From an optimization exercise on the open Yosys and OpenROAD flow, aimed at small area, a short achievable clock period and few clock cycles per item; shortcuts taken in it are not production practice. At most, simulation tests tie the RTL to the original design; equivalence was not proved. Power figures rest on the tool's default switching activity, not on a simulated workload.

==> inputs of v31 <==
## tpu_top
module tpu_top
(
    input  logic        clk,
    input  logic        rst,
    input  logic        psel,
    input  logic        penable,
    input  logic        pwrite,
    input  logic [7:0]  paddr,
    input  logic [31:0] pwdata,
    output logic [31:0] prdata,
    output logic        pready,
    output logic        pslverr
);
    localparam int MW = 90;   
    logic [7:0] aq   [4][4];     
    logic [7:0] wq   [4][4];     
    logic [6:0] res  [16];       
    logic       res_ok;          
    logic       busy;
    logic       done;
    logic       go_q;            
    logic       wact;            
    logic [3:0] wcnt;            
    logic [3:0] t;               
    logic [3:0] idx;
    logic       aligned, is_ctrl, is_status, is_feat, is_wgt, is_res, mapped;
    assign idx       = paddr[5:2];
    assign aligned   = (paddr[1:0] == 2'b00);
    assign is_ctrl   = (paddr == 8'h00);
    assign is_status = (paddr == 8'h04);
    assign is_feat   = aligned && (paddr[7:6] == 2'd1);
    assign is_wgt    = aligned && (paddr[7:6] == 2'd2);
    assign is_res    = aligned && (paddr[7:6] == 2'd3);
    assign mapped    = is_ctrl || is_status || is_feat || is_wgt || is_res;
    logic [MW-1:0] m, mq;
    logic [17:0]   r0, r1, sum_q;
    logic [6:0]    act;
    logic [6:0]    act_w;        
    logic          pz2, pz3;     
    logic [3:0]    e3;           
    logic          res_we;       
    tpu_dot4_a i_dot_a (
        .a0 (aq[0][0]), .a1 (aq[0][1]), .a2 (aq[0][2]), .a3 (aq[0][3]),
        .w0 (wq[0][0]), .w1 (wq[1][0]), .w2 (wq[2][0]), .w3 (wq[3][0]),
        .m  (m)
    );
    tpu_dot4_b i_dot_b (
        .m  (mq),
        .r0 (r0),
        .r1 (r1)
    );
    assign act    = sum_q[17] ? 7'd0 : (|sum_q[16:7]) ? 7'd127 : sum_q[6:0];
    assign act_w  = pz3 ? 7'd0 : act;
    assign e3     = t - 4'd2;
    assign res_we = wact;
    logic fin;                 
    logic busy_nx, done_nx;    
    logic err_setup;           
    assign fin     = wact && (wcnt == 4'd15);
    assign busy_nx = busy && !fin;
    assign done_nx = done || fin;
    assign err_setup = !mapped || (pwrite && (is_status || is_res))
  ...
==> module tpu_top, before the edit <==
module tpu_top
(
    input  logic        clk,
    input  logic        rst,
    input  logic        psel,
    input  logic        penable,
    input  logic        pwrite,
    input  logic [7:0]  paddr,
    input  logic [31:0] pwdata,
    output logic [31:0] prdata,
    output logic        pready,
    output logic        pslverr
);
    localparam int MW = 90;   
    logic [7:0] aq   [4][4];     
    logic [7:0] wq   [4][4];     
    logic [6:0] res  [16];       
    logic       res_ok;          
    logic       busy;
    logic       done;
    logic       go_q;            
    logic       wact;            
    logic [3:0] wcnt;            
    logic [3:0] t;               
    logic [3:0] idx;
    logic       aligned, is_ctrl, is_status, is_feat, is_wgt, is_res, mapped;
    assign idx       = paddr[5:2];
    assign aligned   = (paddr[1:0] == 2'b00);
    assign is_ctrl   = (paddr == 8'h00);
    assign is_status = (paddr == 8'h04);
    assign is_feat   = aligned && (paddr[7:6] == 2'd1);
    assign is_wgt    = aligned && (paddr[7:6] == 2'd2);
    assign is_res    = aligned && (paddr[7:6] == 2'd3);
    assign mapped    = is_ctrl || is_status || is_feat || is_wgt || is_res;
    logic [MW-1:0] m, mq;
    logic [17:0]   r0, r1, sum_q;
    logic [6:0]    act;
    logic [6:0]    act_w;        
    logic          pz2, pz3;     
    logic [3:0]    e3;           
    logic          res_we;       
    tpu_dot4_a i_dot_a (
        .a0 (aq[0][0]), .a1 (aq[0][1]), .a2 (aq[0][2]), .a3 (aq[0][3]),
        .w0 (wq[0][0]), .w1 (wq[1][0]), .w2 (wq[2][0]), .w3 (wq[3][0]),
        .m  (m)
    );
    tpu_dot4_b i_dot_b (
        .m  (mq),
        .r0 (r0),
        .r1 (r1)
    );
    assign act    = sum_q[17] ? 7'd0 : (|sum_q[16:7]) ? 7'd127 : sum_q[6:0];
    assign act_w  = pz3 ? 7'd0 : act;
    assign e3     = t - 4'd2;
    assign res_we = wact;
    logic fin;                 
    logic busy_nx, done_nx;    
    logic err_setup;           
    assign fin     = wact && (wcnt == 4'd15);
    assign busy_nx = busy && !fin;
    assign done_nx = done || fin;
    assign err_setup = !mapped || (pwrite && (is_status || is_res))
                    || (pwrite && busy_nx && (is_feat || is_wgt || (is_ctrl && pwdata[0])));
    logic       setup, wr_ok, go_s, we_feat, we_wgt;
    logic [1:0] wlc [4];         
    logic [1:0] alr [4];         
    logic [3:0] t_nx;
    logic       arot;            
    assign setup   = psel && !penable;
    assign wr_ok   = setup && pwrite && aligned && !busy_nx;
    assign go_s    = setup && pwrite && is_ctrl && pwdata[0] && !busy_nx;
    assign we_feat = wr_ok && (paddr[7:6] == 2'd1);
    assign we_wgt  = wr_ok && (paddr[7:6] == 2'd2);
    assign t_nx    = t + 4'd1;
    assign arot    = (t[1:0] == 2'd3);
    always_comb begin
        for (int c = 0; c < 4; c++) wlc[c] = 2'(c) + t_nx[1:0];
        for (int r = 0; r < 4; r++) alr[r] = 2'(r) + t_nx[3:2];
    end
    logic [7:0] pa_q;            
    always_ff @(posedge clk) pa_q <= paddr;
    logic [6:0] rd_r;
    logic [7:0] rd_fast;
    always_comb begin
        rd_r = (res_we && e3 == idx) ? act_w : res[idx];
        rd_fast = ({8{is_res && res_ok}} & {1'b0, rd_r})
                | ({8{is_status}} & {6'd0, done_nx, busy_nx});
    end
    logic [7:0] rd_slow;
    logic       hit;
    assign rd_slow = pa_q[7] ? wq[pa_q[5:4]][0] : aq[0][pa_q[3:2]];
    assign hit     = pa_q[7] ? (t[1:0] == pa_q[3:2]) : (t[3:2] == pa_q[5:4]);
    logic       op_rd;           
    logic [7:0] rd_q;
    logic       err_q;
    logic       rdy_q;
    assign op_rd = !pwrite && aligned && (paddr[7:6] == 2'd1 || paddr[7:6] == 2'd2);
    always_ff @(posedge clk) begin
        rd_q  <= rdy_q ? rd_fast : rd_slow;
        err_q <= err_setup;
        rdy_q <= (psel && !penable) ? !op_rd : (rdy_q || hit);
    end
    assign prdata  = {{24{rd_q[7]}}, rd_q};
    assign pslverr = err_q;
    assign pready  = rdy_q;
    always_ff @(posedge clk) begin
        for (int r = 0; r < 4; r++) begin
            for (int k = 0; k < 4; k++) begin
                if (rst) aq[r][k] <= 8'd0;
                else if (we_feat && paddr[5:4] == alr[r] && paddr[3:2] == 2'(k)) aq[r][k] <= pwdata[7:0];
                else if (arot) aq[r][k] <= aq[(r + 1) % 4][k];
            end
        end
        for (int k = 0; k < 4; k++) begin
            for (int c = 0; c < 4; c++) begin
                if (rst) wq[k][c] <= 8'd0;
                else if (we_wgt && paddr[5:4] == 2'(k) && paddr[3:2] == wlc[c]) wq[k][c] <= pwdata[7:0];
                else wq[k][c] <= wq[k][(c + 1) % 4];
            end
        end
    end
    always_ff @(posedge clk) begin
        if (rst) begin
            busy   <= 1'b0;
            done   <= 1'b0;
            res_ok <= 1'b0;
            go_q   <= 1'b0;
            wact   <= 1'b0;
            wcnt   <= 4'd0;
            t      <= 4'd0;
        end else begin
            go_q <= go_s;
            if (go_q) begin
                busy <= 1'b1;
                done <= 1'b0;
            end else if (fin) begin
                busy   <= 1'b0;
                done   <= 1'b1;
                res_ok <= 1'b1;
            end
            if (go_s) begin
                wact <= 1'b1;
                wcnt <= 4'd0;
            end else if (wact) begin
                if (wcnt == 4'd15) wact <= 1'b0;
                wcnt <= wcnt + 4'd1;
            end
            t <= t + 4'd1;
        end
    end
    always_ff @(posedge clk) begin
        for (int e = 0; e < 16; e++) begin
            if (res_we && e3 == 4'(e)) res[e] <= act_w;
        end
    end
    always_ff @(posedge clk) begin
        mq    <= m;
        sum_q <= r0 + r1 + 18'h20000;
        pz2   <= rst;
        pz3   <= pz2;
    end
endmodule
Settings: LEC_CHECK=0, CAP_MARGIN=20, CORE_MARGIN=2, CORE_UTILIZATION=55, SLEW_MARGIN=20; clock period 10.0 ns.
standard.sh (not shown) runs the stock make flow with config.mk's settings and CLKGATE_MAP_FILE= SYNTH_SCRIPT=/design/flow/synth_recipe.tcl, a recipe that flattens the netlist after the stock synthesis.
==> flow/flow/run.sh <==
#!/bin/bash
set -euo pipefail
bash standard.sh SETUP_SLACK_MARGIN=6.7 MATCH_CELL_FOOTPRINT=0 \
    "BUFFER_PORTS_ARGS=-buffer_cell sky130_fd_sc_hd__buf_2" finish > flow_make.log 2>&1
==> v5: changes against v31 <==
--- a/flow/design.v
+++ b/flow/design.v
@@ -682,8 +682,8 @@
     assign err_setup = !mapped || (pwrite && (is_status || is_res))
                     || (pwrite && busy_nx && (is_feat || is_wgt || (is_ctrl && pwdata[0])));
     logic       setup, wr_ok, go_s, we_feat, we_wgt;
-    logic [1:0] wlc [4];         
-    logic [1:0] alr [4];         
+    logic [1:0] wcol_wr;         
+    logic [1:0] arow_wr;         
     logic [3:0] t_nx;
     logic       arot;            
     assign setup   = psel && !penable;
@@ -693,23 +693,26 @@
     assign we_wgt  = wr_ok && (paddr[7:6] == 2'd2);
     assign t_nx    = t + 4'd1;
     assign arot    = (t[1:0] == 2'd3);
-    always_comb begin
-        for (int c = 0; c < 4; c++) wlc[c] = 2'(c) + t_nx[1:0];
-        for (int r = 0; r < 4; r++) alr[r] = 2'(r) + t_nx[3:2];
-    end
+    assign wcol_wr = paddr[3:2] - t_nx[1:0];
+    assign arow_wr = paddr[5:4] - t_nx[3:2];
     logic [7:0] pa_q;            
     always_ff @(posedge clk) pa_q <= paddr;
     logic [6:0] rd_r;
     logic [7:0] rd_fast;
     always_comb begin
-        rd_r = (res_we && e3 == idx) ? act_w : res[idx];
+        rd_r = 7'd0;
+        for (int q = 0; q < 16; q++) begin
+            if (idx == 4'(t - 4'd3 - 4'(q))) rd_r = rd_r | res[q];
+        end
+        if (res_we && e3 == idx) rd_r = act_w;
         rd_fast = ({8{is_res && res_ok}} & {1'b0, rd_r})
                 | ({8{is_status}} & {6'd0, done_nx, busy_nx});
     end
+    logic [1:0] rcol, rrow;
     logic [7:0] rd_slow;
-    logic       hit;
-    assign rd_slow = pa_q[7] ? wq[pa_q[5:4]][0] : aq[0][pa_q[3:2]];
-    assign hit     = pa_q[7] ? (t[1:0] == pa_q[3:2]) : (t[3:2] == pa_q[5:4]);
+    assign rcol    = pa_q[3:2] - t[1:0];
+    assign rrow    = pa_q[5:4] - t[3:2];
+    assign rd_slow = pa_q[7] ? wq[pa_q[5:4]][rcol] : aq[rrow][pa_q[3:2]];
     logic       op_rd;           
     logic [7:0] rd_q;
     logic       err_q;
@@ -718,7 +721,7 @@
     always_ff @(posedge clk) begin
         rd_q  <= rdy_q ? rd_fast : rd_slow;
         err_q <= err_setup;
-        rdy_q <= (psel && !penable) ? !op_rd : (rdy_q || hit);
+        rdy_q <= !(psel && !penable && op_rd);
     end
     assign prdata  = {{24{rd_q[7]}}, rd_q};
     assign pslverr = err_q;
@@ -727,14 +730,14 @@
         for (int r = 0; r < 4; r++) begin
             for (int k = 0; k < 4; k++) begin
                 if (rst) aq[r][k] <= 8'd0;
-                else if (we_feat && paddr[5:4] == alr[r] && paddr[3:2] == 2'(k)) aq[r][k] <= pwdata[7:0];
+                else if (we_feat && arow_wr == 2'(r) && paddr[3:2] == 2'(k)) aq[r][k] <= pwdata[7:0];
                 else if (arot) aq[r][k] <= aq[(r + 1) % 4][k];
             end
         end
         for (int k = 0; k < 4; k++) begin
             for (int c = 0; c < 4; c++) begin
                 if (rst) wq[k][c] <= 8'd0;
-                else if (we_wgt && paddr[5:4] == 2'(k) && paddr[3:2] == wlc[c]) wq[k][c] <= pwdata[7:0];
+                else if (we_wgt && paddr[5:4] == 2'(k) && wcol_wr == 2'(c)) wq[k][c] <= pwdata[7:0];
                 else wq[k][c] <= wq[k][(c + 1) % 4];
             end
         end
@@ -769,9 +772,8 @@
         end
     end
     always_ff @(posedge clk) begin
-        for (int e = 0; e < 16; e++) begin
-            if (res_we && e3 == 4'(e)) res[e] <= act_w;
-        end
+        res[0] <= res_we ? act_w : res[15];
+        for (int q = 1; q < 16; q++) res[q] <= res[q-1];
     end
     always_ff @(posedge clk) begin
         mq    <= m;
==> flow/flow/run.sh (replaced) <==
#!/bin/bash
set -euo pipefail
bash standard.sh SETUP_SLACK_MARGIN=6.5 MATCH_CELL_FOOTPRINT=0 finish > flow_make.log 2>&1
--- a/flow/config.mk
+++ b/flow/config.mk
@@ -5,6 +5,7 @@
 export SDC_FILE = /design/flow/constraint.sdc
 export NUM_CORES = 4
 export LEC_CHECK = 0
+export ABC_AREA = 1
 export CAP_MARGIN = 20
 export CORE_MARGIN = 2
 export CORE_UTILIZATION = 55
==> v33: changes against v31 <==
--- a/flow/design.v
+++ b/flow/design.v
@@ -653,10 +653,10 @@
     assign is_res    = aligned && (paddr[7:6] == 2'd3);
     assign mapped    = is_ctrl || is_status || is_feat || is_wgt || is_res;
     logic [MW-1:0] m, mq;
-    logic [17:0]   r0, r1, sum_q;
+    logic [17:0]   r0, r1, rq0, rq1, sum_q;
     logic [6:0]    act;
     logic [6:0]    act_w;        
-    logic          pz2, pz3;     
+    logic          pz2, pz3, pz4;   
     logic [3:0]    e3;           
     logic          res_we;       
     tpu_dot4_a i_dot_a (
@@ -670,8 +670,8 @@
         .r1 (r1)
     );
     assign act    = sum_q[17] ? 7'd0 : (|sum_q[16:7]) ? 7'd127 : sum_q[6:0];
-    assign act_w  = pz3 ? 7'd0 : act;
-    assign e3     = t - 4'd2;
+    assign act_w  = pz4 ? 7'd0 : act;
+    assign e3     = t - 4'd3;
     assign res_we = wact;
     logic fin;                 
     logic busy_nx, done_nx;    
@@ -711,14 +711,17 @@
     assign rd_slow = pa_q[7] ? wq[pa_q[5:4]][0] : aq[0][pa_q[3:2]];
     assign hit     = pa_q[7] ? (t[1:0] == pa_q[3:2]) : (t[3:2] == pa_q[5:4]);
     logic       op_rd;           
+    logic       st_wait;         
     logic [7:0] rd_q;
     logic       err_q;
     logic       rdy_q;
-    assign op_rd = !pwrite && aligned && (paddr[7:6] == 2'd1 || paddr[7:6] == 2'd2);
+    assign op_rd   = !pwrite && aligned && (paddr[7:6] == 2'd1 || paddr[7:6] == 2'd2);
+    assign st_wait = !pwrite && is_status && busy_nx;
     always_ff @(posedge clk) begin
-        rd_q  <= rdy_q ? rd_fast : rd_slow;
+        rd_q  <= (!rdy_q && pa_q[7:6] != 2'd0) ? rd_slow : rd_fast;
         err_q <= err_setup;
-        rdy_q <= (psel && !penable) ? !op_rd : (rdy_q || hit);
+        if (psel && !penable) rdy_q <= !(op_rd || st_wait);
+        else rdy_q <= rdy_q || ((pa_q[7:6] == 2'd0) ? fin : hit);
     end
     assign prdata  = {{24{rd_q[7]}}, rd_q};
     assign pslverr = err_q;
@@ -758,7 +761,7 @@
                 done   <= 1'b1;
                 res_ok <= 1'b1;
             end
-            if (go_s) begin
+            if (go_q) begin
                 wact <= 1'b1;
                 wcnt <= 4'd0;
             end else if (wact) begin
@@ -775,8 +778,11 @@
     end
     always_ff @(posedge clk) begin
         mq    <= m;
-        sum_q <= r0 + r1 + 18'h20000;
+        rq0   <= r0;
+        rq1   <= r1;
+        sum_q <= rq0 + rq1 + 18'h20000;
         pz2   <= rst;
         pz3   <= pz2;
+        pz4   <= pz3;
     end
 endmodule
==> flow/flow/run.sh (replaced) <==
#!/bin/bash
set -euo pipefail
bash standard.sh SETUP_SLACK_MARGIN=6.6 MATCH_CELL_FOOTPRINT=0 \
    "BUFFER_PORTS_ARGS=-buffer_cell sky130_fd_sc_hd__buf_2" finish > flow_make.log 2>&1
==> qor summary <==
| item | v33 | v5 | v31 |
|---|---|---|---|
| Result of the run | no timing/DRC/antenna violations | no timing/DRC/antenna violations | no timing/DRC/antenna violations |
| Die area | 52400 um^2 | 53000 um^2 | 52200 um^2 |
| Clk power | 2280 uW | 2020 uW | 2140 uW |
| Critical-path maximum fanout | 8 | 10 | 7 |
| Sum of met2 wire segment lengths after detailed routing | 37200 um | 44400 um | 35500 um |
| Number of distinct library cell variants in the gate-level netlist after synthesis | 65 | 47 | 79 |
| Power density over the cells | 144 nW/um^2 | 133 nW/um^2 | 139 nW/um^2 |
| Worst R2R Start | aq[1][3] | mq[42] | mq[56] |
| Launching instance or port of the critical path | paddr[0] | paddr[4] | mq[56] |
| Worst supply voltage drop on vdd | 0.000152 V | 0.000136 V | 0.000165 V |
| Area fraction of the dominant cell type after synthesis | 0.310 | 0.360 | 0.285 |
| Final layout net count | 3007 | 4040 | 2891 |
| Most numerous cell in the Yosys netlist | sky130_fd_sc_hd__dfxtp_1 | sky130_fd_sc_hd__nand2_1 | sky130_fd_sc_hd__dfxtp_1 |
| Static Leakage | 0.0123 uW | 0.0160 uW | 0.0130 uW |
| Iter 0 DRT Violations | 1573 | 2818 | 1402 |
| Register Area | 12000 um^2 | 10200 um^2 | 11300 um^2 |
Testbench counts of v31, summed over its fixed seeds: cycles 17,472, jobs 192.
Testbench counts of v5, summed over its fixed seeds: cycles 17,472, jobs 192.
For v33, only the layout was checked, not whether the RTL still works.

separate check: timing with driven ports:
In the flow no input, the clock included, has a driving cell. The finished layouts below were timed again as built, in two steps.
Step 1 sets driving cells, clkbuf_16 on the clock port and buf_2 on the other inputs (assumed; they add their load-dependent delay and slew).
Step 2 moves the port delays by t, midway between the first and last clock arrival at a register: inputs arrive t later, outputs are due t later. That takes back most of the time a late clock gives input paths.
Slacks: ideal / step 1 / step 2; pairs: ideal / step 1.
run	t (ns)	setup WS [ns]	worst setup path at the end	cell pins on the clock port's net
v31	0.667	6.554 / 6.554 / 6.057	input to register	1
v5	0.685	6.550 / 6.496 / 5.811	input to register	1
v33	0.686	6.385 / 6.411 / 5.724	input to register	1
After both steps setup and hold are still met in every run listed. The setup slack of v5, which loses most, moves by -0.054 ns with the drivers and by -0.739 ns with both steps.
